What follows belongs to an exercise in optimizing a design on an open flow for small area and a short achievable clock period; a production flow would make more cautious choices. Where RTL was checked, it was by simulation tests only, not by an equivalence proof against the original. Function not checked in runs 1 and 2: the RTL went through the layout flow alone. No activity file was given, so power comes from the tool's default toggle rates.

==> flow/design.v <==
package accum_bank_pkg;
  localparam int sys_cols   = 4;
  localparam int P_BITWIDTH = 16;
endpackage
module accum_column
#(
  parameter int IN_W  = accum_bank_pkg::P_BITWIDTH,
  parameter int ACC_W = 32,
  parameter int DEPTH = 16
) (
  input  logic             clk,
  input  logic             valid_i,
  input  logic             first_i,
  input  logic [IN_W-1:0]  data_i,
  output logic [ACC_W-1:0] data_o,
  output logic             ovf_o
);
  localparam int HI_W = ACC_W - IN_W;
  logic [ACC_W:0] body_q [DEPTH-1];
  logic [ACC_W:0] tail_q;
  logic [ACC_W:0] head_s;
  logic [IN_W-1:0] a_lo_s, s_lo_s;
  logic            c_lo_s, sx_s;
  logic [HI_W-1:0] a_hi_s, inc_s, dec_s, hi_s, res_hi_s;
  logic [IN_W-1:0] res_lo_s;
  logic            is_max_s, is_min_s, ovf_s, flag_s;
  assign head_s = body_q[0];
  assign a_hi_s = head_s[ACC_W-1:IN_W];
  assign a_lo_s = first_i ? '0 : head_s[IN_W-1:0];
  assign sx_s   = data_i[IN_W-1];
  assign {c_lo_s, s_lo_s} = {1'b0, a_lo_s} + {1'b0, data_i};
  assign inc_s    = a_hi_s + 1'b1;
  assign dec_s    = a_hi_s - 1'b1;
  assign is_max_s = (a_hi_s == {1'b0, {(HI_W-1){1'b1}}});
  assign is_min_s = (a_hi_s == {1'b1, {(HI_W-1){1'b0}}});
  always_comb begin
    case ({c_lo_s, sx_s})
      2'b10:   hi_s = inc_s;
      2'b01:   hi_s = dec_s;
      default: hi_s = a_hi_s;
    endcase
    ovf_s = ~first_i & ((c_lo_s & ~sx_s & is_max_s) | (~c_lo_s & sx_s & is_min_s));
    if (first_i) begin
      res_hi_s = {HI_W{sx_s}};
      res_lo_s = data_i;
    end else if (ovf_s) begin
      res_hi_s = {sx_s, {(HI_W-1){~sx_s}}};
      res_lo_s = {IN_W{~sx_s}};
    end else begin
      res_hi_s = hi_s;
      res_lo_s = s_lo_s;
    end
    flag_s = ~first_i & (head_s[ACC_W] | ovf_s);
  end
  always_ff @(posedge clk) begin
    if (valid_i) begin
      tail_q <= {flag_s, res_hi_s, res_lo_s};
      body_q[DEPTH-2] <= tail_q;
      for (int i = 0; i < DEPTH-2; i++) body_q[i] <= body_q[i+1];
    end
  end
  assign data_o = tail_q[ACC_W-1:0];
  assign ovf_o  = tail_q[ACC_W];
endmodule
module accum_bank
#(
  parameter int COLS     = accum_bank_pkg::sys_cols,
  parameter int IN_W     = accum_bank_pkg::P_BITWIDTH,
  parameter int ACC_W    = 32,
  parameter int DEPTH    = 16,
  parameter bit SATURATE = 1'b1,
  localparam int ROW_W   = $clog2(DEPTH)
) (
  input  logic                  clk,
  input  logic                  rst,
  input  logic                  i_valid,
  input  logic                  i_first,
  input  logic                  i_last,
  input  logic [COLS*IN_W-1:0]  i_data,
  output logic [COLS-1:0]       o_valid,
  output logic [COLS*ROW_W-1:0] o_row,
  output logic [COLS*ACC_W-1:0] o_data,
  output logic [COLS-1:0]       o_ovf,
  output logic                  o_tile_done
);
  logic [COLS:0]  v_s, e_s, f_s;
  logic [ROW_W-1:0] r_s [COLS+1];
  logic [ROW_W-1:0] row_q;
  logic             done_q;
  always_ff @(posedge clk or posedge rst) begin
    if (rst) row_q <= '0;
    else if (i_valid) row_q <= row_q + 1'b1;
  end
  assign v_s[0] = i_valid;
  assign e_s[0] = i_valid & i_last;
  assign f_s[0] = i_first;
  assign r_s[0] = row_q;
  for (genvar s = 1; s <= COLS; s++) begin : g_stage
    always_ff @(posedge clk or posedge rst) begin
      if (rst) begin
        v_s[s] <= 1'b0;
        e_s[s] <= 1'b0;
      end else begin
        v_s[s] <= v_s[s-1];
        e_s[s] <= e_s[s-1];
      end
    end
    always_ff @(posedge clk) begin
      f_s[s] <= f_s[s-1];
      r_s[s] <= r_s[s-1];
    end
  end
  always_ff @(posedge clk or posedge rst) begin
    if (rst) done_q <= 1'b0;
    else     done_q <= e_s[COLS-1] & (r_s[COLS-1] == ROW_W'(DEPTH-1));
  end
  assign o_tile_done = done_q;
  for (genvar c = 0; c < COLS; c++) begin : g_lane
    accum_column #(
      .IN_W (IN_W),
      .ACC_W(ACC_W),
      .DEPTH(DEPTH)
    ) u_col (
      .clk    (clk),
      .valid_i(v_s[c]),
      .first_i(f_s[c]),
      .data_i (i_data[c*IN_W +: IN_W]),
      .data_o (o_data[c*ACC_W +: ACC_W]),
      .ovf_o  (o_ovf[c])
    );
    assign o_valid[c]             = e_s[c+1];
    assign o_row[c*ROW_W +: ROW_W] = r_s[c+1];
  end
endmodule
==> flow/run.sh <==
#!/bin/bash
# synth_recipe.tcl (not shown) runs the flow's synth.tcl, then flattens the netlist and writes it again
# the make line also repeats each setting of config.mk as NAME=value (left out here)
make -C /OpenROAD-flow-scripts/flow DESIGN_CONFIG=/design/flow/config.mk WORK_HOME=/design/flow/orfs CLKGATE_MAP_FILE= SYNTH_SCRIPT=/design/flow/synth_recipe.tcl finish
==> flow/config.mk <==
export PLATFORM = sky130hd
export DESIGN_NAME = accum_bank
export DESIGN_NICKNAME = accum_bank
export VERILOG_FILES = /design/flow/design.v
export SDC_FILE = /design/flow/constraint.sdc
export NUM_CORES = 4
export LEC_CHECK = 0
export ABC_CLOCK_PERIOD_IN_PS = 3000
export CAP_MARGIN = 20
export CORE_MARGIN = 2
export CORE_UTILIZATION = 40
export SETUP_SLACK_MARGIN = 4.5
export SLEW_MARGIN = 20
==> flow/constraint.sdc <==
create_clock -name core_clock -period 7.5 [get_ports {clk}]
set_input_delay 1.5000 -clock core_clock [delete_from_list [all_inputs] [get_ports {clk}]]
set_output_delay 1.5000 -clock core_clock [all_outputs]
set_load 0.01 [all_outputs]
==> run summary, run 1 <==
status complete, no violations; final hold viol count 0; via count of the first global-routing pass around 31000; sequential area share after synthesis 88.3%; DR vias/cell 4.85; largest fanout on the critical path 5; wire length of the first global-routing pass ~180000 um; gate count after technology mapping approximately 3400; most common library cells after synthesis sky130_fd_sc_hd__edfxtp_1, sky130_fd_sc_hd__a21oi_1, sky130_fd_sc_hd__o21ai_0; setup TNS 0 ns; worst setup path startpoint i_data[42]; critical path cell sequence clkdlybuf4s15_1, ha_4, and2_4, and3_4, nand3_1, nand3_1, o211ai_1, o21a_1, ha_4, buf_6, fa_2, a211o_1, a2111oi_4, o31ai_4, a2111o_1, o2111ai_2, mux2_4, a31oi_4; min Tclk post-route 4.89 ns; TritonCTS buffer count 211; initial detailed-routing violation count slightly below 3000; clock slew at reported path FFs ~0.060 ns; CP required between 8 and 9 ns; final antenna-violating net count 0; sort of element at the end of the critical path flop; CTS root buf sky130_fd_sc_hd__clkbuf_16; cell with the biggest individual delay on the critical path sky130_fd_sc_hd__a2111oi_4; CTS hold repair buffers 0; launching point of the worst reg2reg path g_lane[2].u_col.first_i; detailed placement HPWL 66500 um; I/O Pins about 220; share of cells above drive strength 1 between 20% and 30%; total of buffers placed on input and output ports between 200 and 250; initial standard-cell utilization of the core between 40% and 50%; clock sink count ~2100; antenna violations before repair 4; type of the tightest min-delay check reg2reg; total standard cell area after synthesis 72600 um2; Slew HR approximately a quarter; register-to-register path setup slack 2.71 ns; PwrDens about 300 nW/um2; Routed WL per cell ~19 um; skew final 0.0386 ns; dominant cells by area after synthesis sky130_fd_sc_hd__edfxtp_1, sky130_fd_sc_hd__ha_1, sky130_fd_sc_hd__a21oi_1; unrepaired setup endpoints after global routing yes; WP buf/inv 2; maximum number of pins on one net before global-route repair roughly 210; FP Rows around 160; share of flip-flops with an asynchronous set or reset 0.560%; dominant synthesized flop cell sky130_fd_sc_hd__edfxtp_1; nature of the critical path startpoint primary input; CTS tree done; total congestion overflow after global routing 0; final net count around 4300; fraction of the cycle the final worst path needs between 60% and 70%; Worst-Skew Late Latency slightly above 0.8 ns; net count after synthesis 3624; Die Width 430 um; achievable clock frequency between 200 and 250 MHz; final wirelength 123000 um; signal arrival time at the worst endpoint 5.56 ns; number of enable flip-flop cells after synthesis approximately 2100; global-route usage over all layers between 10% and 20%; placeable core region between 150000 and 200000 um2; synthesized area per cell between 20 and 25 um2; library cell with the largest summed area after synthesis sky130_fd_sc_hd__edfxtp_1; critical path type in2reg; Hold Startpoint r_s[1][3]; H-tree depth 4; number of DRC violations after detailed routing 0; count of yosys warnings during synthesis 4; count of vias placed by the detailed router about 32000; post-synth cell types 76; Max Slew Vio Count 0; endpoints failing setup 0; actual slew at the worst max-slew pin between 1 and 1.5 ns; die height between 400 and 500 um; Seq cells post-synth about 2100; area share of the largest cell type after synthesis 87.4%; die area 185000 um2; CTS Buffer Depth 3; reported leakage power 31.3 nW; largest incremental delay on the critical path ~0.42 ns; RePlAce Congestion about 0.83; area growth from synthesis to layout 23.2%; kind of cell with the highest combined delay on the critical path compound AO/OA/AOI/OAI gates; cell with the most instances after synthesis sky130_fd_sc_hd__edfxtp_1; detailed-routing iteration count for the pre-antenna-repair pass 5; IR drop worst, VDD between 0.0002 and 0.00025 V; reported max-cap violation count 0; Worst Hold Slack ~0.35 ns
## path summary, 6_finish.rpt
| check | end | cells past startpoint |
|---|---|---|
| hold reg to reg | r_s[2][3] | 0 |
| max in group asynchronous | g_lane[3].u_col.valid_i | 2 |
| hold / removal | r_s[2][3] | 0 |
| min in group asynchronous | e_s[1] | 2 |
| setup / recovery | g_lane[2].u_col.tail_q[30] | 18 |
| setup reg to reg | g_lane[2].u_col.tail_q[30] | 20 |
## per-stage QoR
stage | instances | area, um2 | total power [mW] | setup slack, ns | util, %
floorplan | 3418 | 72600 | 15.4 | 0.637 | -
global placement | 5986 | 77900 | 16.0 | 0.603 | 43.1
finish | 6636 | 89400 | 26.8 | 2.61 | 49.5
CTS | 6559 | 88000 | 27.0 | 2.81 | 48.7
global route | 6632 | 89400 | 27.8 | 2.55 | 49.5
detailed placement | 5986 | 77900 | 16.0 | 0.654 | 43.1
## report_power, final
part | switching, mW | internal, mW | total, mW
Clock | 4.40 | 6.19 | 10.6
Combinational | 1.01 | 0.815 | 1.82
Sequential | 0.324 | 14.1 | 14.4
## per-layer routing
| layer | global-route usage, % | vias to the layer above | share of wire, % |
|---|---|---|---|
| li1 | - | 14900 | - |
| met1 | 18.9 | 16300 | 48 |
| met2 | 18.7 | 712 | 45 |
| met3 | 2.58 | 249 | 4.4 |
| met4 | 5.14 | 0 | 3.0 |
| met5 | 0 | - | 0 |
## sequential cells by signal, summed over array words and instances, names as in the netlist
| register | flops |
|---|---|
| g_lane.u_col.body_q | 1980 |
| g_lane.u_col.tail_q | 132 |
| r_s | 16 |
| e_s | 4 |
| row_q | 4 |
| g_lane.u_col.first_i | 3 |
| g_lane.u_col.valid_i | 3 |
| done_q | 1 |
## cells in the final DEF (no fill, tap or decap), types with 47 or more instances in the layout
cell type                   count
sky130_fd_sc_hd__nand2_1      102
sky130_fd_sc_hd__o21ai_2       53
sky130_fd_sc_hd__a21o_1        53
sky130_fd_sc_hd__edfxtp_1    2112
sky130_fd_sc_hd__xnor2_1       53
sky130_fd_sc_hd__clkbuf_16    216
sky130_fd_sc_hd__nor2b_1       47
sky130_fd_sc_hd__ha_1          49
sky130_fd_sc_hd__a21oi_2       65
sky130_fd_sc_hd__nor2_1        83
sky130_fd_sc_hd__a21oi_1       75
sky130_fd_sc_hd__clkbuf_1      49
sky130_fd_sc_hd__ha_4          71
sky130_fd_sc_hd__o21ai_1       73
sky130_fd_sc_hd__buf_2        111
sky130_fd_sc_hd__buf_4        184
sky130_fd_sc_hd__buf_6         94
## worst reg2reg max path, stage by stage (launching register included)
cell                        delay, ns
sky130_fd_sc_hd__dfxtp_4         0.42
sky130_fd_sc_hd__buf_12          0.23
sky130_fd_sc_hd__nor2b_4         0.19
sky130_fd_sc_hd__fa_2            0.24
sky130_fd_sc_hd__a21o_1          0.14
sky130_fd_sc_hd__a211oi_2        0.08
sky130_fd_sc_hd__o21ai_1         0.17
sky130_fd_sc_hd__nand3_1         0.12
sky130_fd_sc_hd__nand3_1         0.10
sky130_fd_sc_hd__o211ai_1        0.11
sky130_fd_sc_hd__o21a_1          0.25
sky130_fd_sc_hd__ha_4            0.20
sky130_fd_sc_hd__buf_6           0.12
sky130_fd_sc_hd__fa_2            0.40
sky130_fd_sc_hd__a211o_1         0.35
sky130_fd_sc_hd__a2111oi_4       0.42
sky130_fd_sc_hd__o31ai_4         0.13
sky130_fd_sc_hd__a2111o_1        0.40
sky130_fd_sc_hd__o2111ai_2       0.10
sky130_fd_sc_hd__mux2_4          0.34
sky130_fd_sc_hd__a31oi_4         0.12
## logic make-up (layout without fill, tap and decap cells)
group / Yosys count / in the layout / share of synthesized area, %
multiplexers: 30 / 30 / 0.424
adder cells (fa/ha/maj): 137 / 137 / 2.44
AND/OR/NAND/NOR: 436 / 439 / 3.07
AO/OA/AOI/OAI: 476 / 478 / 3.96
other: 0 / 4 / 0
buffers and inverters: 95 / 934 / 0.547
XOR/XNOR: 101 / 101 / 1.22
flip-flops: 2143 / 2143 / 88.3
## final cells by class
class / instances / area, um2
Antenna cell: 4 / 10.0
Clock buffer: 268 / 5610
Clock inverter: 128 / 1470
Fill cell: 14400 / 91200
Inverter: 36 / 143
Multi-Input combinational cell: 1185 / 10600
Sequential cell: 2143 / 64100
Tap cell: 2370 / 2970
Timing Repair Buffer: 502 / 4510
## what timing repair did
action	4_1_cts	5_1_grt
cloned	11	4
pin swaps	172	134
endpoints found under the setup margin	285	304
buffers inserted	166	68
resized for setup	1222	208
==> inputs of run 2 (changes only) <==
--- a/flow/config.mk
+++ b/flow/config.mk
@@ -11,2 +11,4 @@
 export CORE_UTILIZATION = 40
+export CTS_BUF_LIST = sky130_fd_sc_hd__clkbuf_8 sky130_fd_sc_hd__clkbuf_4
+export CTS_CLUSTER_SIZE = 30
 export SETUP_SLACK_MARGIN = 4.5
==> run 2 against run 1 <==
  * Register-to-register slack worse by 0.04 ns
  * Still clean on timing, DRC and antenna
  * Die area stayed put
  * Critical endpoint is now g_lane[2].u_col.tail_q[31]
  * Worst setup slack lost 0.015 ns
  * Core utilization up 0.25 points
==> run summary, run 2 <==
Worst Hold Slack 0.356 ns (+0.00494 ns); Slew HR 19.7% (-4.7 points); share of flip-flops with an asynchronous set or reset 0.560% (unchanged); count of filler cells inserted in the layout 14400 (+0.028%); combined flip-flop and latch cell area 64100 um2 (about the same); reported max-cap violation count 0 (unchanged); number of DRC violations after detailed routing 0 (unchanged); detailed placement HPWL 66500 um (unchanged); CTS Buffer Depth 4 (+1); unrepaired setup endpoints after global routing yes; I/O Pins 222 (unchanged); TritonCTS buffer count 356 (+69%); most common library cells after synthesis sky130_fd_sc_hd__edfxtp_1, sky130_fd_sc_hd__a21oi_1, sky130_fd_sc_hd__o21ai_0; total of buffers placed on input and output ports 221 (unchanged); Seq cells post-synth 2143 (unchanged); global-route usage over all layers 13.3% (+0.47 points); worst slack after detailed placement 0.654 ns (unchanged); count of yosys warnings during synthesis 4 (unchanged); min Tclk post-route 4.91 ns (+0.0150 ns); DR vias/cell 4.81 (-0.75%); number of enable flip-flop cells after synthesis 2112 (unchanged); H-tree depth 5 (+1); sort of element at the end of the critical path flop; count of vias placed by the detailed router 33300 (+3.4%); type of the tightest min-delay check reg2reg; actual slew at the worst max-slew pin 1.20 ns (+0.0705 ns); part of the total power dissipated in combinational logic 7.4% (+0.6 points); max FFs per register 1980 (unchanged); CP required 8.19 ns (+0.02 ns); endpoints failing setup 0 (unchanged); wire length of the first global-routing pass 189000 um (+3.5%); CTS root buf sky130_fd_sc_hd__clkbuf_8; total standard cell area after synthesis 72600 um2 (unchanged); Die Width 430 um (unchanged); FP Rows 156 (unchanged); relative contribution of sequential cells to total power 55.4% (+1.7 points); dominant synthesized flop cell sky130_fd_sc_hd__edfxtp_1; post-synth cell types 76 (unchanged); via count of the first global-routing pass 32800 (+4.6%); PnR worst setup slack 2.59 ns (-0.0150 ns); antenna violations before repair 10 (+6); die area 185000 um2 (unchanged); Psw 5.69 mW (-0.65%); cell with the most instances after synthesis sky130_fd_sc_hd__edfxtp_1; cell-internal power 20.4 mW (-3.5%); final wirelength 127000 um (+3.7%); maximum number of pins on one net before global-route repair 211 (unchanged); Routed WL per cell 18.4 um (-0.48%); final antenna-violating net count 0 (unchanged); placeable core region 181000 um2 (unchanged); achievable clock frequency 204 MHz (-0.31%); area occupied by multi-input gates 10700 um2 (+0.84%); end-of-flow core utilization 49.8% (+0.25 points); Largest regs g_lane.u_col.body_q: 1980 flops, g_lane.u_col.tail_q: 132 flops, r_s: 16 flops; relative contribution of the clock network to total power 37.2% (-2.3 points); RePlAce Congestion 0.830 (unchanged); CTS tree done; final hold viol count 0 (unchanged); setup TNS 0 ns (unchanged); sequential area share after synthesis 88.3% (unchanged); most used cells in the layout excluding fill and tap cells sky130_fd_sc_hd__edfxtp_1, sky130_fd_sc_hd__clkbuf_8, sky130_fd_sc_hd__buf_4; critical path type in2reg; detailed-routing iteration count for the pre-antenna-repair pass 8 (+3); Worst-Skew Late Latency 1.01 ns (+0.18 ns); synthesized area per cell 21.2 um2 (unchanged); clock slew at reported path FFs 0.06 ns (about the same); net count after synthesis 3624 (unchanged); reported leakage power 31.8 nW (+1.7%); clock sink count 2143 (unchanged); signal arrival time at the worst endpoint 5.60 ns (+0.04 ns); switching power share of the total 21.9% (+0.49 points); status complete, no violations; largest fanout on the critical path 6 (+1); fraction of the cycle the final worst path needs 65.5% (+0.20 points); skew final 0.0735 ns (+0.0350 ns); nature of the critical path startpoint primary input; Max Slew Vio Count 0 (unchanged); library cell with the largest summed area after synthesis sky130_fd_sc_hd__edfxtp_1; IR drop worst, VDD 0.000193 V (-16%); most common library cell in the layout ignoring fill and taps sky130_fd_sc_hd__edfxtp_1; gate count after technology mapping 3418 (unchanged); total congestion overflow after global routing 0 (unchanged); die height 430 um (unchanged); PwrDens 290 nW/um2 (-3.4%); area growth from synthesis to layout 23.8%; initial standard-cell utilization of the core 40.2% (unchanged); register ranked first by flip-flop count g_lane.u_col.body_q; initial detailed-routing violation count 2660 (-9.5%); final net count 4486 (+4.7%); area share of the largest cell type after synthesis 87.4% (unchanged); share of cells above drive strength 1 31.0% (+4.5 points); dominant cells by area after synthesis sky130_fd_sc_hd__edfxtp_1, sky130_fd_sc_hd__ha_1, sky130_fd_sc_hd__a21oi_1
## run 2: cell count changes in the layout (fill, tap and decap cells not counted), sizes merged, moves of 2 or more
cell,change
bufbuf,+2
clkdlybuf4s50,+17
dlygate4sd2,-11
inv,-11
bufinv,-18
diode,+5
clkdlybuf4s15,-12
clkinv,+26
clkbuf,+214
buf,+64
## run 2: cell type report
type,instances,share of cell area [%]
Sequential cell,2143,71.4
Multi-Input combinational cell,1185,11.9
Clock buffer,487,6.65
Timing Repair Buffer,558,5.82
Tap cell,2370,3.30
Clock inverter,126,0.817
Inverter,36,0.155
Antenna cell,9,0.0251
## run 2: power by group through the flow
stage               Clock [mW]  Sequential [mW]  Combinational, mW
finish                    9.69             14.4               1.94
global placement             0             14.6               1.37
global route              10.6             14.5               2.08
CTS                       10.1             14.4               1.73
detailed placement           0             14.7               1.39
floorplan                    0             14.7              0.645
## run 2: final timing paths
| kind | end | cells after the start | slack (ns) | start |
|---|---|---|---|---|
| max | g_lane[2].u_col.tail_q[31] | 23 | 2.59 | i_data[33] |
| min | r_s[3][1] | 0 | 0.36 | r_s[2][1] |
| max reg2reg | g_lane[2].u_col.tail_q[31] | 24 | 2.67 | g_lane[2].u_col.first_i |
| min reg2reg | r_s[3][1] | 0 | 0.36 | r_s[2][1] |
| max in group asynchronous | g_lane[3].u_col.valid_i | 2 | 5.98 | rst |
| min in group asynchronous | e_s[3] | 2 | 0.92 | rst |
## run 2: layer usage
metal  wire length [um]  vias to the layer above  share of wire (%)  track usage (%)
met1              59800                    16700                 47             19.1
met3               6230                      334                4.9             3.23
met2              56900                      888                 45             19.2
met5                  0                        -                  0                0
li1                   -                    15300                  -                -
met4               4430                        0                3.5             6.00
## run 2: timing repair
action,CTS,global route
setup buffers,202,86
hold buffers,0,0
hold endpoints to repair,0,0
resized for setup,1250,220
pin swaps,183,131
gates cloned,16,1
endpoints found under the setup margin,285,394
## run 2: through the flow
step                area [um2]  cells  total power [mW]
finish                   89900   6914              26.0
global route             89800   6911              27.2
CTS                      88200   6817              26.3
detailed placement       77900   5986              16.0
global placement         77900   5986              16.0
floorplan                72600   3418              15.4
## run 2: logic make-up after synthesis
kind of cell             after synthesis  synth area share, %
AND/OR/NAND/NOR                      436                 3.07
adder cells (fa/ha/maj)              137                 2.44
flip-flops                          2143                 88.3
AO/OA/AOI/OAI                        476                 3.96
multiplexers                          30                0.424
buffers and inverters                 95                0.547
XOR/XNOR                             101                 1.22
## run 2: worst max-delay path: stages
cell and delay, ns:
sky130_fd_sc_hd__dlygate4sd2_1 0.28, sky130_fd_sc_hd__fa_2 0.40, sky130_fd_sc_hd__a21o_1 0.18, sky130_fd_sc_hd__a211oi_2 0.28, sky130_fd_sc_hd__o21ai_2 0.10, sky130_fd_sc_hd__nand3_2 0.09, sky130_fd_sc_hd__nand3_2 0.08, sky130_fd_sc_hd__o211ai_1 0.15
sky130_fd_sc_hd__o21a_1 0.24, sky130_fd_sc_hd__ha_4 0.19, sky130_fd_sc_hd__buf_6 0.12, sky130_fd_sc_hd__buf_6 0.09, sky130_fd_sc_hd__ha_4 0.12, sky130_fd_sc_hd__buf_4 0.12, sky130_fd_sc_hd__o211ai_1 0.12, sky130_fd_sc_hd__nor2_2 0.17
sky130_fd_sc_hd__o22ai_4 0.10, sky130_fd_sc_hd__a211oi_4 0.23, sky130_fd_sc_hd__nor3_4 0.10, sky130_fd_sc_hd__buf_4 0.15, sky130_fd_sc_hd__o21ai_0 0.21, sky130_fd_sc_hd__nor4bb_2 0.40, sky130_fd_sc_hd__o211ai_1 0.16
==> inputs of run 3 (changes only) <==
--- a/flow/design.v
+++ b/flow/design.v
@@ -18,2 +18,3 @@
   localparam int HI_W = ACC_W - IN_W;
+  localparam int LV   = $clog2(IN_W);
   logic [ACC_W:0] body_q [DEPTH-1];
@@ -21,23 +22,19 @@
   logic [ACC_W:0] head_s;
-  logic [IN_W-1:0] a_lo_s, s_lo_s;
+  logic [IN_W-1:0] a_lo_s, s_lo_s, res_lo_s;
   logic            c_lo_s, sx_s;
-  logic [HI_W-1:0] a_hi_s, inc_s, dec_s, hi_s, res_hi_s;
-  logic [IN_W-1:0] res_lo_s;
-  logic            is_max_s, is_min_s, ovf_s, flag_s;
+  logic [HI_W-1:0] a_hi_s, inc_s, res_hi_s;
+  logic            ovf_s, flag_s;
   assign head_s = body_q[0];
   assign a_hi_s = head_s[ACC_W-1:IN_W];
-  assign a_lo_s = first_i ? '0 : head_s[IN_W-1:0];
+  assign a_lo_s = head_s[IN_W-1:0];
   assign sx_s   = data_i[IN_W-1];
   assign {c_lo_s, s_lo_s} = {1'b0, a_lo_s} + {1'b0, data_i};
-  assign inc_s    = a_hi_s + 1'b1;
-  assign dec_s    = a_hi_s - 1'b1;
-  assign is_max_s = (a_hi_s == {1'b0, {(HI_W-1){1'b1}}});
-  assign is_min_s = (a_hi_s == {1'b1, {(HI_W-1){1'b0}}});
+  logic [HI_W-1:0] b_s;
+  logic            step_s, sat_s;
+  assign b_s    = a_hi_s ^ {HI_W{sx_s}};
+  assign inc_s  = (b_s + 1'b1) ^ {HI_W{sx_s}};
+  assign sat_s  = (b_s == {1'b0, {(HI_W-1){1'b1}}});
+  assign step_s = c_lo_s ^ sx_s;
   always_comb begin
-    case ({c_lo_s, sx_s})
-      2'b10:   hi_s = inc_s;
-      2'b01:   hi_s = dec_s;
-      default: hi_s = a_hi_s;
-    endcase
-    ovf_s = ~first_i & ((c_lo_s & ~sx_s & is_max_s) | (~c_lo_s & sx_s & is_min_s));
+    ovf_s = step_s & sat_s;
     if (first_i) begin
@@ -45,8 +42,5 @@
       res_lo_s = data_i;
-    end else if (ovf_s) begin
-      res_hi_s = {sx_s, {(HI_W-1){~sx_s}}};
-      res_lo_s = {IN_W{~sx_s}};
     end else begin
-      res_hi_s = hi_s;
-      res_lo_s = s_lo_s;
+      res_hi_s = (step_s & ~sat_s) ? inc_s : a_hi_s;
+      res_lo_s = ovf_s ? {IN_W{~sx_s}} : s_lo_s;
     end
==> flow/config.mk (replaced) <==
export PLATFORM = sky130hd
export DESIGN_NAME = accum_bank
export DESIGN_NICKNAME = accum_bank
export VERILOG_FILES = /design/flow/design.v
export SDC_FILE = /design/flow/constraint.sdc
export NUM_CORES = 4
export LEC_CHECK = 0
export ABC_AREA = 1
export CAP_MARGIN = 20
export CORE_MARGIN = 2
export CORE_UTILIZATION = 55
export CTS_CLUSTER_DIAMETER = 150
export CTS_CLUSTER_SIZE = 25
export SETUP_SLACK_MARGIN = 4.2
export SLEW_MARGIN = 20
==> run 3 against run 2 <==
  * Clock skew decreased by 0.038 ns
  * Combinational power fell by 35%
  * Final area decreased by 9.6%
  * Area after synthesis grew 0.50%
  * Still clean on timing, DRC and antenna
  * Largest cell class unchanged
  * Worst hold slack better by 0.0025 ns
  * Worst setup slack better by 1.7 ns
  * Critical endpoint is now o_ovf[1]
  * Fmax increased by 52%
  * Non-clock buffer count fell by 246
  * Via count decreased by 6.1%
  * Clock power down 41%
  * Highest routed layer unchanged
==> run summary, run 3 <==
critical path cell sequence clkdlybuf4s50_1; max FFs per register 1980 (unchanged); actual slew at the worst max-slew pin 1.10 ns (-0.102 ns); Largest regs g_lane.u_col.body_q: 1980 flops, g_lane.u_col.tail_q: 132 flops, r_s: 16 flops; number of enable flip-flop cells after synthesis 2112 (unchanged); die height 368 um (-14%); number of DRC violations after detailed routing 0 (unchanged); sort of element at the end of the critical path output pin; relative contribution of sequential cells to total power 67.3% (+12 points); Routed WL per cell 18.7 um (+1.3%); library cell with the largest summed area after synthesis sky130_fd_sc_hd__edfxtp_1; gate count after technology mapping 3890 (+14%); Die Width 368 um (-14%); part of the total power dissipated in combinational logic 6.0% (-1.4 points); clock slew at reported path FFs 0.09 ns (+0.03 ns); dominant cells by area after synthesis sky130_fd_sc_hd__edfxtp_1, sky130_fd_sc_hd__nand2_1, sky130_fd_sc_hd__ha_1; area share of the largest cell type after synthesis 87.0% (-0.43 points); I/O Pins 222 (unchanged); wire length of the first global-routing pass 171000 um (-9.7%); FP Rows 133 (-15%); signal arrival time at the worst endpoint 1.74 ns (-3.86 ns); detailed-routing iteration count for the pre-antenna-repair pass 5 (-3); placeable core region 131000 um2 (-27%); status complete, no violations; final antenna-violating net count 0 (unchanged); final instance area 81200 um2 (-9.6%); clock sink count 2143 (unchanged); DP Area 77200 um2 (-0.82%); share of cells above drive strength 1 8.50% (-22 points); largest incremental delay on the critical path 0.58 ns (+0.18 ns); cell with the biggest individual delay on the critical path sky130_fd_sc_hd__clkdlybuf4s50_1; initial detailed-routing violation count 3075 (+16%); reg2reg end g_lane[1].u_col.body_q[9][30]; launching point of the worst reg2reg path g_lane[1].u_col.valid_i; count of yosys warnings during synthesis 4 (unchanged); dominant synthesized flop cell sky130_fd_sc_hd__edfxtp_1; maximum number of pins on one net before global-route repair 200 (-5.2%); most common library cells after synthesis sky130_fd_sc_hd__edfxtp_1, sky130_fd_sc_hd__nand2_1, sky130_fd_sc_hd__nor2_1; Seq cells post-synth 2143 (unchanged); total congestion overflow after global routing 0 (unchanged); register ranked first by flip-flop count g_lane.u_col.body_q; largest fanout on the critical path 2 (-4); antenna violations before repair 12 (+2); most used cells in the layout excluding fill and tap cells sky130_fd_sc_hd__edfxtp_1, sky130_fd_sc_hd__nand2_1, sky130_fd_sc_hd__inv_1; final net count 4395 (-2.0%); sequential area share after synthesis 87.9% (-0.44 points); met2 Usage GRT 23.6% (+4.4 points); Psw 4.44 mW (-22%); min Tclk post-route 3.24 ns (-1.67 ns); reported max-cap violation count 0 (unchanged); switching power share of the total 20.8% (-1.1 points); CTS hold repair buffers 0 (unchanged); PwrDens 263 nW/um2 (-9.3%); hold path depth 0 (unchanged); final hold viol count 0 (unchanged); critical path type reg2out; detailed placement HPWL 66800 um (+0.51%); count of vias placed by the detailed router 31200 (-6.1%); total of buffers placed on input and output ports 221 (unchanged); net count after synthesis 4032 (+11%); fraction of the cycle the final worst path needs 43.1% (-22 points); nature of the critical path startpoint flop; initial standard-cell utilization of the core 55.5% (+15 points); relative contribution of the clock network to total power 26.8% (-10 points); synthesized area per cell 18.7 um2 (-12%); length in cells of the worst reg-to-reg path 2 (-92%); CTS Buffer Depth 3 (-1); Hold Startpoint r_s[2][0]; global-route usage over all layers 16.5% (+3.2 points); DR vias/cell 5.15 (+7.1%); met3 routing resource usage after global routing 2.67% (-0.55 points); post-synth cell types 48 (-37%); unrepaired setup endpoints after global routing no; area growth from synthesis to layout 11.4%; skew final 0.0355 ns (-0.0381 ns); Max Slew Vio Count 0 (unchanged); type of the tightest min-delay check reg2reg; Slew HR 26.5% (+6.8 points); reported leakage power 29.1 nW (-8.5%); H-tree depth 3 (-2); CP required 6.00 ns (-2.19 ns); RePlAce Congestion 0.861 (+3.7%); Worst-Skew Late Latency 0.72 ns (-0.29 ns); achievable clock frequency 309 MHz (+52%); register-to-register path setup slack 4.70 ns (+2.03 ns); final wirelength 113000 um (-11%); most common library cell in the layout ignoring fill and taps sky130_fd_sc_hd__edfxtp_1; via count of the first global-routing pass 29500 (-10%); share of flip-flops with an asynchronous set or reset 0.560% (unchanged); WP buf/inv 1 (-4); endpoints failing setup 0 (unchanged); TritonCTS buffer count 95 (-73%); IR drop worst, VDD 0.000197 V (+2.2%); die area 136000 um2 (-27%); busiest grt layer met1; CTS tree done; Hold Path Sink r_s[3][0]; cell with the most instances after synthesis sky130_fd_sc_hd__edfxtp_1; total standard cell area after synthesis 72900 um2 (+0.50%); setup TNS 0 ns (unchanged); CTS root buf sky130_fd_sc_hd__clkbuf_16; met1 GRT Util 26.6% (+7.4 points); cell-internal power 16.9 mW (-17%); kind of cell with the highest combined delay on the critical path buffers and inverters
-- run 3: changes by cell type in the layout (fill, tap and decap cells not counted), moves of 99 or more --
| cell | before | now |
|---|---|---|
| sky130_fd_sc_hd__nor2_1 | 84 | 183 |
| sky130_fd_sc_hd__clkbuf_8 | 370 | 0 |
| sky130_fd_sc_hd__clkdlybuf4s50_1 | 35 | 140 |
| sky130_fd_sc_hd__nand3_1 | 29 | 144 |
| sky130_fd_sc_hd__buf_6 | 122 | 1 |
| sky130_fd_sc_hd__clkbuf_4 | 117 | 0 |
| sky130_fd_sc_hd__buf_4 | 222 | 69 |
| sky130_fd_sc_hd__nand2_1 | 103 | 715 |
| sky130_fd_sc_hd__buf_2 | 100 | 0 |
| sky130_fd_sc_hd__inv_1 | 35 | 186 |
-- run 3: through the flow --
step	hold WS [ns]	std cells	worst slack [ns]	power [mW]	utilization, %
floorplan	0.355	3890	0.637	15.2	-
global placement	0.334	5835	2.86	15.8	58.7
detailed placement	0.341	5836	2.76	15.8	58.7
CTS	0.361	6042	4.20	21.6	61.4
global route	0.371	6061	4.19	22.2	61.8
finish	0.359	6064	4.26	21.4	61.8
-- run 3: repair_timing --
action | 4_1_cts | 5_1_grt
endpoints found under the setup margin | 197 | 148
pin swaps | 18 | 14
gates cloned | 5 | 3
resized for setup | 143 | 71
setup buffers | 52 | 14
-- run 3: metal layers --
| layer | up-vias | share of wire [%] |
|---|---|---|
| li1 | 14900 | - |
| met1 | 15600 | 49 |
| met2 | 559 | 44 |
| met3 | 159 | 4.5 |
| met4 | 0 | 2.4 |
| met5 | - | 0 |
-- run 3: kinds of logic (layout without fill, tap and decap cells) --
logic type | Yosys count | count (layout) | share of synthesized area [%]
flip-flops | 2143 | 2143 | 87.9
AND/OR/NAND/NOR | 1181 | 1186 | 6.83
buffers and inverters | 248 | 658 | 1.56
AO/OA/AOI/OAI | 154 | 154 | 1.29
XOR/XNOR | 90 | 90 | 1.11
adder cells (fa/ha/maj) | 73 | 73 | 1.29
multiplexers | 1 | 1 | 0.0154
other | 0 | 4 | 0
-- run 3: worst max path at each step --
stage	start	end	cells past startpoint
finish	g_lane[1].u_col.tail_q[32]	o_ovf[1]	1
global route	i_data[37]	g_lane[2].u_col.tail_q[16]	14
CTS	i_data[47]	g_lane[2].u_col.tail_q[24]	14
detailed placement	i_data[63]	g_lane[3].u_col.tail_q[1]	13
global placement	i_data[48]	g_lane[3].u_col.tail_q[11]	16
floorplan	g_lane[2].u_col.valid_i	g_lane[3].u_col.valid_i	0
-- run 3: final cells by class --
class | instances | area [um2]
Multi-Input combinational cell | 1504 | 8300
Tap cell | 1755 | 2200
Antenna cell | 4 | 10.0
Fill cell | 9446 | 50300
Sequential cell | 2143 | 64100
Inverter | 197 | 754
Timing Repair Buffer | 312 | 3190
Clock inverter | 5 | 51.3
Clock buffer | 144 | 2580
-- run 3: power by group through the flow --
| stage | logic [mW] | clock network (mW) | registers [mW] |
|---|---|---|---|
| after CTS | 1.24 | 6.01 | 14.4 |
| after floorplan | 0.528 | 0 | 14.7 |
| final | 1.27 | 5.72 | 14.4 |
| after detailed placement | 1.17 | 0 | 14.7 |
| after global routing | 1.41 | 6.38 | 14.5 |
| after global placement | 1.16 | 0 | 14.6 |
==> inputs of run 4 (changes only) <==
--- a/flow/config.mk
+++ b/flow/config.mk
@@ -13,3 +13,3 @@
 export CTS_CLUSTER_SIZE = 25
-export SETUP_SLACK_MARGIN = 4.2
+export SETUP_SLACK_MARGIN = 4.5
 export SLEW_MARGIN = 20
==> run 4 against run 3 <==
  * Still clean on timing, DRC and antenna
  * Fmax up 8.5%
  * Critical path depth up 12
  * Die area unchanged
  * Clock skew down 0.00074 ns
  * Combinational power up 4%
  * First-iteration DRC count down 2.7%
  * Clock power about the same
  * Largest cell class unchanged
  * Highest routed layer unchanged
==> run summary, run 4 <==
status complete, no violations; total standard cell area after synthesis 72900 um2 (unchanged); amount of wire on met3 after detailed routing 4900 um (-4.2%); PwrDens 261 nW/um2 (-0.76%); DR vias/cell 5.15 (about the same); min Tclk post-route 2.98 ns (-0.254 ns); area growth from synthesis to layout 12.5%; relative contribution of sequential cells to total power 67.1% (-0.2 points); global-route usage over all layers 16.8% (+0.28 points); via count of the first global-routing pass 29800 (+1.1%); wire length on met1 56600 um (+1.5%); skew final 0.0347 ns (-0.000740 ns); clock slew at reported path FFs 0.10 ns (about the same); post-synth cell types 48 (unchanged); share of synthesized cell area in and, or, nand and nor gates 6.83% (unchanged); number of enable flip-flop cells after synthesis 2112 (unchanged); final wirelength 115000 um (+1.3%); sequential area share after synthesis 87.9% (unchanged); TritonCTS buffer count 95 (unchanged); Psw 4.48 mW (+0.82%); type of the tightest min-delay check reg2reg; unrepaired setup endpoints after global routing yes; antenna violations before repair 7 (-5); Largest regs g_lane.u_col.body_q: 1980 flops, g_lane.u_col.tail_q: 132 flops, r_s: 16 flops; Compound-Gate Fraction of Synth Area 1.29% (unchanged); Die Width 368 um (unchanged); cell-internal power 16.9 mW (about the same); most common library cells after synthesis sky130_fd_sc_hd__edfxtp_1, sky130_fd_sc_hd__nand2_1, sky130_fd_sc_hd__nor2_1; initial standard-cell utilization of the core 55.5% (unchanged); number of DRC violations after detailed routing 0 (unchanged); I/O Pins 222 (unchanged); detailed-routing iteration count for the pre-antenna-repair pass 5 (unchanged); wire length of the first global-routing pass 174000 um (+1.7%); largest incremental delay on the critical path 0.33 ns (-0.25 ns); setup TNS 0 ns (unchanged); Max Used Layer met4; XOR/XNOR share of the synthesized area 1.11% (unchanged); signal arrival time at the worst endpoint 3.46 ns (+1.72 ns); switching power share of the total 20.9% (+0.13 points); endpoints failing setup 0 (unchanged); part of the total power dissipated in combinational logic 6.2% (+0.2 points); final instance area 82000 um2 (+0.99%); CTS Buffer Depth 3 (unchanged); main combinational cell family by area after synthesis simple AND/OR/NAND/NOR gates; final net count 4438 (+0.98%); actual slew at the worst max-slew pin 1.08 ns (-0.0224 ns); share of synthesized area spent on multiplexers 0.0154% (unchanged); count of vias placed by the detailed router 31400 (+0.61%); FP Rows 133 (unchanged); share of flip-flops with an asynchronous set or reset 0.560% (unchanged); H-tree depth 3 (unchanged); register ranked first by flip-flop count g_lane.u_col.body_q; count of yosys warnings during synthesis 4 (unchanged); Slew HR 28.0% (+1.5 points); dominant synthesized flop cell sky130_fd_sc_hd__edfxtp_1; Worst-Skew Late Latency 0.72 ns (about the same); met2 routed wirelength 50200 um (+1.1%); die height 368 um (unchanged); fraction of the cycle the final worst path needs 39.7% (-3.4 points); net count after synthesis 4032 (unchanged); relative contribution of the clock network to total power 26.7% (about the same); CP required 7.98 ns (+1.98 ns); detailed placement HPWL 66800 um (unchanged); synthesized area per cell 18.7 um2 (unchanged); total of buffers placed on input and output ports 221 (unchanged); cell with the biggest individual delay on the critical path sky130_fd_sc_hd__ha_4; RePlAce Congestion 0.861 (unchanged); final hold viol count 0 (unchanged); final antenna-violating net count 0 (unchanged); sort of element at the end of the critical path flop; gate count after technology mapping 3890 (unchanged); largest fanout on the critical path 8 (+6); reported max-cap violation count 0 (unchanged); share of cells above drive strength 1 13.5% (+5.0 points); total congestion overflow after global routing 0 (unchanged); CTS hold repair buffers 0 (unchanged); clock sink count 2143 (unchanged); achievable clock frequency 335 MHz (+8.5%); dominant cells by area after synthesis sky130_fd_sc_hd__edfxtp_1, sky130_fd_sc_hd__nand2_1, sky130_fd_sc_hd__ha_1; library cell with the largest summed area after synthesis sky130_fd_sc_hd__edfxtp_1; IR drop worst, VDD 0.000194 V (-1.8%); most common library cell in the layout ignoring fill and taps sky130_fd_sc_hd__edfxtp_1; maximum number of pins on one net before global-route repair 200 (unchanged); CTS root buf sky130_fd_sc_hd__clkbuf_16; nature of the critical path startpoint primary input; reported leakage power 29.4 nW (+0.88%); DP Area 77200 um2 (unchanged); die area 136000 um2 (unchanged); max FFs per register 1980 (unchanged); initial detailed-routing violation count 2993 (-2.7%); area share of the largest cell type after synthesis 87.0% (unchanged); cell with the most instances after synthesis sky130_fd_sc_hd__edfxtp_1; Max Slew Vio Count 0 (unchanged); crit-path most repeated cell sky130_fd_sc_hd__nand2_8; CTS tree done; placeable core region 131000 um2 (unchanged); most used cells in the layout excluding fill and tap cells sky130_fd_sc_hd__edfxtp_1, sky130_fd_sc_hd__nand2_1, sky130_fd_sc_hd__inv_1; critical path cell sequence dlygate4sd2_1, ha_4, nand2_1, nor3_4, and2_1, nand2_4, nand2_4, nand2_8, nand2_8, buf_12, nand2_8, nand2_1, a21oi_2; Seq cells post-synth 2143 (unchanged); fraction of the mapped netlist area in adder cells 1.29% (unchanged); critical path type in2reg; Routed WL per cell 18.8 um (+0.61%)
==> run 4: final cells by class <==
class | instances | area, um2
Antenna cell | 2 | 5.00
Clock inverter | 5 | 51.3
Sequential cell | 2143 | 64100
Timing Repair Buffer | 354 | 3100
Tap cell | 1755 | 2200
Fill cell | 9413 | 49500
Clock buffer | 144 | 2580
Inverter | 197 | 776
Multi-Input combinational cell | 1505 | 9160
==> run 4: kinds of logic after synthesis <==
kind of cell	count (synthesis)
xor+xnor	90
simple gates	1181
compound gates	154
flops	2143
buf+inv	248
mux	1
fa+ha+maj	73
==> run 4: metal layers <==
layer  global-route usage [%]  vias to the layer above
met5                        0                        -
met4                     4.76                        0
met3                     2.66                      167
met2                     24.0                      561
met1                     26.9                    15700
li1                         -                    15000
==> run 4: power groups by stage <==
stage               Combinational (mW)  Sequential (mW)  Clock [mW]
floorplan                        0.528             14.7           0
global placement                  1.16             14.6           0
detailed placement                1.17             14.7           0
CTS                               1.29             14.4        6.01
global route                      1.46             14.5        6.38
finish                            1.32             14.4        5.72
==> run 4: final timing paths <==
path,start,end,slack (ns),cells after the start
worst max-delay path,i_data[29],g_lane[1].u_col.tail_q[7],4.52,13
worst min-delay path,r_s[2][0],r_s[3][0],0.36,0
worst max register to register,g_lane[1].u_col.body_q[0][0],g_lane[1].u_col.tail_q[7],4.85,14
worst min register to register,r_s[2][0],r_s[3][0],0.36,0
max in group asynchronous,rst,g_lane[3].u_col.valid_i,6.04,3
min in group asynchronous,rst,row_q[1],1.14,3
==> run 4: worst max-delay path: cells and delay by family <==
| kind | cells | cell delay [ns] |
|---|---|---|
| buf+inv | 2 | 0.45 |
| fa+ha+maj | 1 | 0.33 |
| simple gates | 9 | 1.12 |
| compound gates | 1 | 0.05 |
==> run 4: what timing repair did <==
item                       in CTS  in global routing
pin swaps                      39                 30
setup endpoints to repair     347                245
gates resized for setup       689                109
cloned                          9                  1
setup buffers                  91                 17
==> run 4: per-stage QoR <==
step / setup slack, ns / hold WS (ns) / util [%] / cells / total power, mW
after global routing: 4.46 / 0.368 / 62.4 / 6103 / 22.3
after floorplan: 0.637 / 0.355 / - / 3890 / 15.2
after detailed placement: 2.76 / 0.341 / 58.7 / 5836 / 15.8
after CTS: 4.45 / 0.358 / 62.1 / 6085 / 21.7
after global placement: 2.86 / 0.334 / 58.7 / 5835 / 15.8
final: 4.52 / 0.356 / 62.4 / 6105 / 21.4
==> inputs of run 5 (changes only) <==
==> flow/flow/run.sh (new file) <==
#!/bin/bash
# Standard ORFS layout, with plain buf_2 port buffers and clock-tree sink
# clustering of up to 25 sinks without dummy loads.
set -euo pipefail
export BUFFER_PORTS_ARGS="-buffer_cell sky130_fd_sc_hd__buf_2"
export CTS_ARGS="-sink_clustering_enable -repair_clock_nets -sink_clustering_size 25 -sink_clustering_max_diameter 150 -dont_use_dummy_load"
bash standard.sh > standard.log 2>&1
==> flow/standard.sh (new file) <==
#!/bin/bash
# synth_recipe.tcl (not shown) runs the flow's synth.tcl, then flattens the netlist and writes it again
# the make line also repeats each setting of config.mk as NAME=value (left out here)
make -C /OpenROAD-flow-scripts/flow DESIGN_CONFIG=/design/flow/config.mk WORK_HOME=/design/flow/orfs CLKGATE_MAP_FILE= SYNTH_SCRIPT=/design/flow/synth_recipe.tcl "${@:-finish}"
--- a/flow/config.mk
+++ b/flow/config.mk
@@ -13,3 +13,3 @@
 export CTS_CLUSTER_SIZE = 25
-export SETUP_SLACK_MARGIN = 4.5
+export SETUP_SLACK_MARGIN = 4.2
 export SLEW_MARGIN = 20
removed: flow/run.sh
==> run 5 against run 4 <==
  * Still clean on timing, DRC and antenna
  * Wire length fell by 4.3%
  * Clock-buffer cell count fell by 49
  * Die area unchanged
  * Largest power group unchanged
==> run summary, run 5 <==
status complete, no violations; clock slew at reported path FFs 0.09 ns (about the same); most used cells in the layout excluding fill and tap cells sky130_fd_sc_hd__edfxtp_1, sky130_fd_sc_hd__nand2_1, sky130_fd_sc_hd__buf_2; total of buffers placed on input and output ports 221 (unchanged); area growth from synthesis to layout 7.99%; CTS Buffer Depth 3 (unchanged); endpoints failing setup 0 (unchanged); count of yosys warnings during synthesis 4 (unchanged); most common library cell in the layout ignoring fill and taps sky130_fd_sc_hd__edfxtp_1; initial detailed-routing violation count 2944 (-1.6%); CTS hold repair buffers 0 (unchanged); Seq cells post-synth 2143 (unchanged); critical path cell sequence buf_2; most common library cells after synthesis sky130_fd_sc_hd__edfxtp_1, sky130_fd_sc_hd__nand2_1, sky130_fd_sc_hd__nor2_1; cell with the biggest individual delay on the critical path sky130_fd_sc_hd__dfxtp_1; max FFs per register 1980 (unchanged); XOR/XNOR share of the synthesized area 1.11% (unchanged); unrepaired setup endpoints after global routing no; achievable clock frequency 319 MHz (-5.0%); sort of element at the end of the critical path output pin; die area 136000 um2 (unchanged); DR vias/cell 5.16 (+0.26%); share of synthesized area spent on multiplexers 0.0154% (unchanged); register-to-register path setup slack 4.68 ns (-0.17 ns); CTS root buf sky130_fd_sc_hd__clkbuf_16; maximum number of pins on one net before global-route repair 209 (+4.5%); main combinational cell family by area after synthesis simple AND/OR/NAND/NOR gates; skew final 0.0395 ns (+0.00478 ns); Hold Path Sink r_s[3][0]; die height 368 um (unchanged); cell with the most instances after synthesis sky130_fd_sc_hd__edfxtp_1; initial standard-cell utilization of the core 55.5% (unchanged); number of enable flip-flop cells after synthesis 2112 (unchanged); final hold viol count 0 (unchanged); share of cells above drive strength 1 10.9% (-2.6 points); count of vias placed by the detailed router 30700 (-2.4%); kind of cell with the highest combined delay on the critical path flip-flops; Die Width 368 um (unchanged); setup TNS 0 ns (unchanged); wire length of the first global-routing pass 166000 um (-4.3%); area share of the largest cell type after synthesis 87.0% (unchanged); reported leakage power 28.4 nW (-3.5%); signal arrival time at the worst endpoint 1.64 ns (-1.82 ns); post-synth cell types 48 (unchanged); share of synthesized cell area in and, or, nand and nor gates 6.83% (unchanged); Worst Hold Slack 0.356 ns (-0.000499 ns); net count after synthesis 4032 (unchanged); sequential area share after synthesis 87.9% (unchanged); total congestion overflow after global routing 0 (unchanged); final antenna-violating net count 0 (unchanged); via count of the first global-routing pass 28900 (-3.0%); end-of-flow core utilization 59.9% (-2.5 points); Max Slew Vio Count 0 (unchanged); gate count after technology mapping 3890 (unchanged); PnR worst setup slack 4.36 ns (-0.157 ns); antenna violations before repair 8 (+1); min Tclk post-route 3.14 ns (+0.157 ns); largest fanout on the critical path 3 (-5); WP buf/inv 1 (-1); register ranked first by flip-flop count g_lane.u_col.body_q; placeable core region 131000 um2 (unchanged); nature of the critical path startpoint flop; PwrDens 266 nW/um2 (+1.8%); Hold Startpoint r_s[2][0]; fraction of the cycle the final worst path needs 41.8% (+2.1 points); total power draw 20.9 mW (-2.2%); final net count 4327 (-2.5%); dominant synthesized flop cell sky130_fd_sc_hd__edfxtp_1; largest incremental delay on the critical path 0.68 ns (+0.35 ns); library cell with the largest summed area after synthesis sky130_fd_sc_hd__edfxtp_1; Worst-Skew Late Latency 0.72 ns (about the same); combined flip-flop and latch cell area 64100 um2 (about the same); I/O Pins 222 (unchanged); final wirelength 110000 um (-4.3%); worst slack after detailed placement 3.01 ns (+0.251 ns); actual slew at the worst max-slew pin 1.07 ns (-0.00734 ns); detailed placement HPWL 65600 um (-1.8%); launching point of the worst reg2reg path g_lane[1].u_col.body_q[0][0]; clock sink count 2143 (unchanged); IR drop worst, VDD 0.000186 V (-3.9%); FP Rows 133 (unchanged); total standard cell area after synthesis 72900 um2 (unchanged); area occupied by multi-input gates 7830 um2 (-15%); busiest grt layer met1; CP required 6.00 ns (-1.98 ns); reported max-cap violation count 0 (unchanged); reg2reg end g_lane[1].u_col.tail_q[20]; share of flip-flops with an asynchronous set or reset 0.560% (unchanged); dominant cells by area after synthesis sky130_fd_sc_hd__edfxtp_1, sky130_fd_sc_hd__nand2_1, sky130_fd_sc_hd__ha_1; Largest regs g_lane.u_col.body_q: 1980 flops, g_lane.u_col.tail_q: 132 flops, r_s: 16 flops; critical path type reg2out; count of filler cells inserted in the layout 9649 (+2.5%); global-route usage over all layers 16.0% (-0.78 points); fraction of the mapped netlist area in adder cells 1.29% (unchanged); length in cells of the worst reg-to-reg path 15 (+1); Compound-Gate Fraction of Synth Area 1.29% (unchanged); TritonCTS buffer count 95 (unchanged); H-tree depth 3 (unchanged); RePlAce Congestion 0.849 (-1.3%); CTS tree done; hold path depth 0 (unchanged); type of the tightest min-delay check reg2reg; synthesized area per cell 18.7 um2 (unchanged); detailed-routing iteration count for the pre-antenna-repair pass 6 (+1); met3 routing resource usage after global routing 2.48% (-0.18 points); Slew HR 28.5% (+0.49 points); number of DRC violations after detailed routing 0 (unchanged); Routed WL per cell 18.5 um (-1.7%); met1 GRT Util 25.8% (-1.1 points); met2 Usage GRT 22.6% (-1.5 points)
[run 5: timing repair]
item,in CTS,in global routing
setup endpoints to repair,81,122
pin swaps,0,5
resized for setup,15,22
setup buffers,2,8
cloned,0,2
[run 5: logic make-up (layout without fill, tap and decap cells)]
kind of cell,Yosys count,in the layout
multiplexers,1,1
AND/OR/NAND/NOR,1181,1183
XOR/XNOR,90,90
flip-flops,2143,2143
AO/OA/AOI/OAI,154,154
adder cells (fa/ha/maj),73,73
buffers and inverters,248,539
other,0,2
[run 5: routing by layer]
metal | wire (um) | vias up
met4 | 2670 | 2
met2 | 47300 | 556
li1 | - | 14700
met1 | 54900 | 15300
met5 | 16 | -
met3 | 4750 | 150
[run 5: worst max-delay path by stage]
stage | startpoint | endpoint | slack [ns] | cells after the start
after global placement | i_data[31] | g_lane[1].u_col.tail_q[1] | 3.07 | 11
after CTS | i_data[0] | g_lane[0].u_col.tail_q[22] | 4.20 | 18
after detailed placement | i_data[31] | g_lane[1].u_col.tail_q[3] | 3.01 | 11
after floorplan | g_lane[2].u_col.valid_i | g_lane[3].u_col.valid_i | 0.64 | 0
final | r_s[3][2] | o_row[10] | 4.36 | 1
after global routing | i_data[16] | g_lane[1].u_col.tail_q[19] | 4.21 | 16
[run 5: where the power goes]
group	total (mW)	internal (mW)	switching, mW
Combinational	1.08	0.339	0.741
Clock	5.50	2.27	3.23
Sequential	14.4	14.0	0.332
Total	20.9	16.6	4.31
[run 5: per-stage QoR]
stage,cell area [um2],instances
after global routing,78800,5939
after CTS,78600,5927
after global placement,76100,5830
after floorplan,72900,3890
final,78800,5940
after detailed placement,76100,5830
[run 5: layout make-up]
| type | count | share of cell area [%] |
|---|---|---|
| diodes | 2 | 0.00635 |
| clock buffers | 95 | 3.02 |
| inverters | 197 | 0.945 |
| multi-input cells | 1501 | 9.94 |
| flip-flops and latches | 2143 | 81.4 |
| well taps | 1755 | 2.79 |
| repair buffers | 247 | 1.89 |
==> inputs of run 6 (changes only) <==
--- a/flow/config.mk
+++ b/flow/config.mk
@@ -13,3 +13,3 @@
 export CTS_CLUSTER_SIZE = 25
-export SETUP_SLACK_MARGIN = 4.2
+export SETUP_SLACK_MARGIN = 4.8
 export SLEW_MARGIN = 20
==> run 6 against run 5 <==
  * Register-to-register slack improved by 0.14 ns
  * Final area rose by 5.6%
  * Die area did not move
  * Critical path depth did not move
  * Power rose by 2.3%
  * Fmax rose by 5.3%
  * Sequential power barely moved
  * Area after synthesis did not move
  * Flip-flop and latch count did not move
  * Global-route usage rose by 0.59 points
  * Clock skew rose by 0.0026 ns
  * First-iteration DRC count fell by 1.6%
  * Critical path type unchanged
  * Largest power group unchanged
==> run summary, run 6 <==
achievable clock frequency 336 MHz (+5.3%); final net count 4492 (+3.8%); CTS hold repair buffers 0 (unchanged); share of cells above drive strength 1 22.7% (+12 points); critical path type reg2out; CTS Buffer Depth 3 (unchanged); worst slack after detailed placement 3.01 ns (unchanged); count of vias placed by the detailed router 31700 (+3.5%); I/O Pins 222 (unchanged); kind of cell with the highest combined delay on the critical path flip-flops; clock sink count 2143 (unchanged); number of enable flip-flop cells after synthesis 2112 (unchanged); synthesized area per cell 18.7 um2 (unchanged); most common library cell in the layout ignoring fill and taps sky130_fd_sc_hd__edfxtp_1; global-route usage over all layers 16.6% (+0.59 points); count of yosys warnings during synthesis 4 (unchanged); total congestion overflow after global routing 0 (unchanged); Worst-Skew Late Latency 0.72 ns (about the same); die area 136000 um2 (unchanged); type of the tightest min-delay check reg2reg; area share of the largest cell type after synthesis 87.0% (unchanged); via count of the first global-routing pass 29800 (+3.2%); Die Width 368 um (unchanged); sort of element at the end of the critical path output pin; total of buffers placed on input and output ports 221 (unchanged); Seq cells post-synth 2143 (unchanged); PwrDens 257 nW/um2 (-3.1%); RePlAce Congestion 0.849 (unchanged); clock slew at reported path FFs 0.11 ns (+0.02 ns); nature of the critical path startpoint flop; post-synth cell types 48 (unchanged); reported max-cap violation count 0 (unchanged); antenna violations before repair 5 (-3); largest incremental delay on the critical path 0.55 ns (-0.13 ns); H-tree depth 3 (unchanged); cell with the most instances after synthesis sky130_fd_sc_hd__edfxtp_1; area growth from synthesis to layout 14.1%; final antenna-violating net count 0 (unchanged); FP Rows 133 (unchanged); die height 368 um (unchanged); signal arrival time at the worst endpoint 1.48 ns (-0.16 ns); unrepaired setup endpoints after global routing yes; number of DRC violations after detailed routing 0 (unchanged); initial standard-cell utilization of the core 55.5% (unchanged); endpoints failing setup 0 (unchanged); count of filler cells inserted in the layout 9216 (-4.5%); Inserted Diodes 0 (-2); IR drop worst, VDD 0.000202 V (+8.4%); dominant cells by area after synthesis sky130_fd_sc_hd__edfxtp_1, sky130_fd_sc_hd__nand2_1, sky130_fd_sc_hd__ha_1; DR vias/cell 5.20 (+0.73%); detailed placement HPWL 65600 um (unchanged); CP required 6.00 ns (about the same); Max Slew Vio Count 0 (unchanged); critical path cell sequence buf_2; initial detailed-routing violation count 2897 (-1.6%); Largest regs g_lane.u_col.body_q: 1980 flops, g_lane.u_col.tail_q: 132 flops, r_s: 16 flops; share of flip-flops with an asynchronous set or reset 0.560% (unchanged); Slew HR 28.3% (-0.12 points); Routed WL per cell 18.9 um (+2.6%); wire length of the first global-routing pass 172000 um (+3.4%); skew final 0.0421 ns (+0.00262 ns); total standard cell area after synthesis 72900 um2 (unchanged); actual slew at the worst max-slew pin 1.07 ns (+0.00177 ns); detailed-routing iteration count for the pre-antenna-repair pass 8 (+2); fraction of the cycle the final worst path needs 39.7% (-2.1 points); maximum number of pins on one net before global-route repair 209 (unchanged); largest fanout on the critical path 2 (-1); library cell with the largest summed area after synthesis sky130_fd_sc_hd__edfxtp_1; relative contribution of the clock network to total power 25.7% (-0.6 points); relative contribution of sequential cells to total power 67.1% (-1.5 points); placeable core region 131000 um2 (unchanged); CTS root buf sky130_fd_sc_hd__clkbuf_16; switching power share of the total 21.0% (+0.40 points); max FFs per register 1980 (unchanged); CTS tree done; WP buf/inv 1 (unchanged); most used cells in the layout excluding fill and tap cells sky130_fd_sc_hd__edfxtp_1, sky130_fd_sc_hd__nand2_1, sky130_fd_sc_hd__buf_2; cell-internal power 16.9 mW (+1.8%); PnR worst setup slack 4.52 ns (+0.159 ns); sequential area share after synthesis 87.9% (unchanged); Psw 4.49 mW (+4.3%); TritonCTS buffer count 95 (unchanged); final wirelength 116000 um (+5.4%); dominant synthesized flop cell sky130_fd_sc_hd__edfxtp_1; status complete, no violations; cell with the biggest individual delay on the critical path sky130_fd_sc_hd__edfxtp_1; min Tclk post-route 2.98 ns (-0.159 ns); final hold viol count 0 (unchanged); count of placed standard cells including taps 5830 (unchanged); part of the total power dissipated in combinational logic 7.2% (+2.0 points); reported leakage power 29.8 nW (+5.0%); gate count after technology mapping 3890 (unchanged); net count after synthesis 4032 (unchanged); setup TNS 0 ns (unchanged); end-of-flow core utilization 63.3% (+3.4 points); Finished Layout Cells 6103 (+2.7%); most common library cells after synthesis sky130_fd_sc_hd__edfxtp_1, sky130_fd_sc_hd__nand2_1, sky130_fd_sc_hd__nor2_1; register ranked first by flip-flop count g_lane.u_col.body_q
-- run 6: cell types whose count changed in the layout (fill, tap and decap cells not counted), sizes merged --
cell and delta:
nand2 +7, clkbuf +2, bufbuf +1, inv -4, diode -2, clkinv +3
clkinvlp +1, buf +155
-- run 6: area by class of cell --
cell class,instances,area [um2],area share (%)
Tap cell,1755,2200,2.64
Multi-Input combinational cell,1508,10200,12.3
Timing Repair Buffer,405,3490,4.20
Clock buffer,95,2380,2.86
Inverter,197,795,0.955
Sequential cell,2143,64100,77.1
-- run 6: path summary, 6_finish.rpt --
| kind | from | end | slack, ns | cells after the start |
|---|---|---|---|---|
| hold / removal | r_s[2][0] | r_s[3][0] | 0.36 | 0 |
| setup / recovery | g_lane[3].u_col.tail_q[12] | o_data[108] | 4.52 | 1 |
| min in group asynchronous | rst | row_q[0] | 0.84 | 3 |
| hold reg to reg | r_s[2][0] | r_s[3][0] | 0.36 | 0 |
| setup reg to reg | g_lane[1].u_col.body_q[0][0] | g_lane[1].u_col.tail_q[16] | 4.82 | 16 |
| max in group asynchronous | rst | g_lane[3].u_col.valid_i | 6.30 | 3 |
-- run 6: power groups by stage --
stage | combinational, mW | sequential [mW] | clock (mW)
6_report | 1.55 | 14.4 | 5.50
5_1_grt | 1.69 | 14.5 | 6.14
4_1_cts | 1.33 | 14.4 | 5.80
3_5_place_dp | 1.06 | 14.6 | 0
3_3_place_gp | 1.05 | 14.6 | 0
2_1_floorplan | 0.528 | 14.7 | 0
-- run 6: logic make-up (layout without fill, tap and decap cells) --
logic type	count (synthesis)	in the layout	share of synthesized area [%]
flip-flops	2143	2143	87.9
AND/OR/NAND/NOR	1181	1190	6.83
buffers and inverters	248	697	1.56
AO/OA/AOI/OAI	154	154	1.29
XOR/XNOR	90	90	1.11
adder cells (fa/ha/maj)	73	73	1.29
multiplexers	1	1	0.0154
-- run 6: stage by stage --
step	hold WS [ns]	total power [mW]	cell area, um2
after CTS	0.364	21.5	81000
final	0.363	21.4	83200
after floorplan	0.355	15.2	72900
after detailed placement	0.336	15.7	76100
after global placement	0.331	15.7	76100
after global routing	0.368	22.3	83200
-- run 6: repair_timing --
item | CTS | global route
pin swaps | 68 | 140
setup endpoints to repair | 283 | 543
gates cloned | 11 | 4
gates resized for setup | 296 | 386
buffers inserted | 113 | 49
-- run 6: layer usage --
layer / global-route usage (%) / up-vias / wire length [um]
li1: - / 15000 / -
met1: 26.4 / 16000 / 56200
met2: 23.5 / 590 / 51200
met3: 2.62 / 154 / 5260
met4: 5.56 / 0 / 2980
met5: 0 / - / 0
==> inputs of run 7 (changes only) <==
--- a/flow/config.mk
+++ b/flow/config.mk
@@ -13,3 +13,3 @@
 export CTS_CLUSTER_SIZE = 25
-export SETUP_SLACK_MARGIN = 4.8
+export SETUP_SLACK_MARGIN = 4.5
 export SLEW_MARGIN = 20
==> run 7 against run 6 <==
  * Power fell by 2.0%
  * Critical path depth is the same
  * Clock skew fell by 0.0034 ns
  * Worst setup slack improved by 0.00094 ns
  * Clock-buffer cell count stayed put
  * Flip-flop and latch count unchanged
  * Global-route usage shrank 0.48 points
  * Clock power barely moved
  * Via count is 3.1% lower
  * Register-to-register slack improved by 0.05 ns
  * Sequential power about the same
  * Critical endpoint is now o_ovf[3]
==> run summary, run 7 <==
status complete, no violations; min Tclk post-route 2.98 ns (-0.000940 ns); detailed placement HPWL 65600 um (unchanged); launching point of the worst reg2reg path g_lane[1].u_col.body_q[0][0]; synthesized area per cell 18.7 um2 (unchanged); register ranked first by flip-flop count g_lane.u_col.body_q; via count of the first global-routing pass 29100 (-2.5%); Routed WL per cell 18.5 um (-2.4%); total of buffers placed on input and output ports 221 (unchanged); most common library cells after synthesis sky130_fd_sc_hd__edfxtp_1, sky130_fd_sc_hd__nand2_1, sky130_fd_sc_hd__nor2_1; IR drop worst, VDD 0.000186 V (-7.6%); type of the tightest min-delay check reg2reg; PnR worst setup slack 4.52 ns (+0.000940 ns); sort of element at the end of the critical path output pin; CTS Buffer Depth 3 (unchanged); final net count 4353 (-3.1%); count of vias placed by the detailed router 30700 (-3.1%); H-tree depth 3 (unchanged); placeable core region 131000 um2 (unchanged); number of enable flip-flop cells after synthesis 2112 (unchanged); die area 136000 um2 (unchanged); Slew HR 24.9% (-3.5 points); Max Slew Vio Count 0 (unchanged); nature of the critical path startpoint flop; dominant cells by area after synthesis sky130_fd_sc_hd__edfxtp_1, sky130_fd_sc_hd__nand2_1, sky130_fd_sc_hd__ha_1; maximum number of pins on one net before global-route repair 209 (unchanged); achievable clock frequency 336 MHz (about the same); library cell with the largest summed area after synthesis sky130_fd_sc_hd__edfxtp_1; CTS tree done; critical path cell sequence buf_2; CTS hold repair buffers 0 (unchanged); final wirelength 110000 um (-4.6%); area share of the largest cell type after synthesis 87.0% (unchanged); I/O Pins 222 (unchanged); RePlAce Congestion 0.849 (unchanged); share of cells above drive strength 1 12.7% (-10 points); Die Width 368 um (unchanged); reg2reg end g_lane[1].u_col.tail_q[12]; skew final 0.0387 ns (-0.00345 ns); worst setup path startpoint g_lane[3].u_col.tail_q[32]; most common library cell in the layout ignoring fill and taps sky130_fd_sc_hd__edfxtp_1; signal arrival time at the worst endpoint 1.48 ns (about the same); detailed-routing iteration count for the pre-antenna-repair pass 5 (-3); total standard cell area after synthesis 72900 um2 (unchanged); net count after synthesis 4032 (unchanged); cell with the most instances after synthesis sky130_fd_sc_hd__edfxtp_1; hold path depth 0 (unchanged); clock sink count 2143 (unchanged); area growth from synthesis to layout 8.92%; final hold viol count 0 (unchanged); most used cells in the layout excluding fill and tap cells sky130_fd_sc_hd__edfxtp_1, sky130_fd_sc_hd__nand2_1, sky130_fd_sc_hd__buf_2; initial standard-cell utilization of the core 55.5% (unchanged); number of DRC violations after detailed routing 0 (unchanged); PwrDens 264 nW/um2 (+2.7%); end-of-flow core utilization 60.4% (-2.9 points); initial detailed-routing violation count 2880 (-0.59%); worst slack after detailed placement 3.01 ns (unchanged); actual slew at the worst max-slew pin 1.13 ns (+0.0523 ns); critical path type reg2out; sequential area share after synthesis 87.9% (unchanged); cell with the biggest individual delay on the critical path sky130_fd_sc_hd__edfxtp_1; antenna violations before repair 6 (+1); FP Rows 133 (unchanged); WP buf/inv 1 (unchanged); length in cells of the worst reg-to-reg path 14 (-2); reported max-cap violation count 0 (unchanged); dominant synthesized flop cell sky130_fd_sc_hd__edfxtp_1; clock slew at reported path FFs 0.11 ns (about the same); post-synth cell types 48 (unchanged); largest incremental delay on the critical path 0.55 ns (about the same); max FFs per register 1980 (unchanged)
-- run 7: cell counts after synthesis --
No cell type changed its count.
-- run 7: worst max path at each step --
| stage | endpoint | slack (ns) | depth (start not counted) |
|---|---|---|---|
| floorplan | g_lane[3].u_col.valid_i | 0.64 | 0 |
| global placement | g_lane[1].u_col.tail_q[1] | 3.07 | 11 |
| detailed placement | g_lane[1].u_col.tail_q[3] | 3.01 | 11 |
| CTS | o_ovf[3] | 4.42 | 1 |
| global route | o_ovf[3] | 4.46 | 1 |
| finish | o_ovf[3] | 4.52 | 1 |
-- run 7: per-stage QoR --
step | hold slack (ns) | cell area (um2) | std cells
2_1_floorplan | 0.355 | 72900 | 3890
3_3_place_gp | 0.331 | 76100 | 5830
3_5_place_dp | 0.336 | 76100 | 5830
4_1_cts | 0.350 | 79000 | 5948
5_1_grt | 0.358 | 79400 | 5964
6_report | 0.349 | 79400 | 5965
-- run 7: kinds of logic (layout without fill, tap and decap cells) --
family                   after synthesis  count (layout)  synth area share [%]
flip-flops                          2143            2143                  87.9
AND/OR/NAND/NOR                     1181            1184                  6.83
buffers and inverters                248             564                  1.56
AO/OA/AOI/OAI                        154             154                  1.29
XOR/XNOR                              90              90                  1.11
adder cells (fa/ha/maj)               73              73                  1.29
multiplexers                           1               1                0.0154
other                                  0               1                     0
-- run 7: metal layers --
metal / wire (um) / track usage [%]
met3: 4390 / 2.44
met5: 16 / 0
met4: 2660 / 4.98
met1: 55300 / 26.0
met2: 48000 / 22.8
-- run 7: cell type report --
cell class / instances / area [um2]
well taps: 1755 / 2200
multi-input cells: 1502 / 8180
repair buffers: 272 / 1810
diodes: 1 / 2.50
clock buffers: 95 / 2380
fillers: 9559 / 52000
flip-flops and latches: 2143 / 64100
inverters: 197 / 752
-- run 7: repair_timing --
action                                  4_1_cts  5_1_grt
gates resized for setup                      59       69
endpoints found under the setup margin      141      134
cloned                                        4        0
endpoints found under the hold margin         0        0
setup buffers                                19       15
pin swaps                                     8       17
-- run 7: report_power, final --
group | internal, mW | switching [mW]
clock | 2.27 | 3.24
combinational | 0.377 | 0.767
sequential | 14.0 | 0.332
total | 16.7 | 4.33

Check on run 7: ideal ports give 4.522 ns setup slack; a clkbuf_16 on the clock port and buf_2 on the inputs give 4.451 ns; moving port delays by the midpoint clock arrival (0.768 ns) as well gives 3.829 ns.
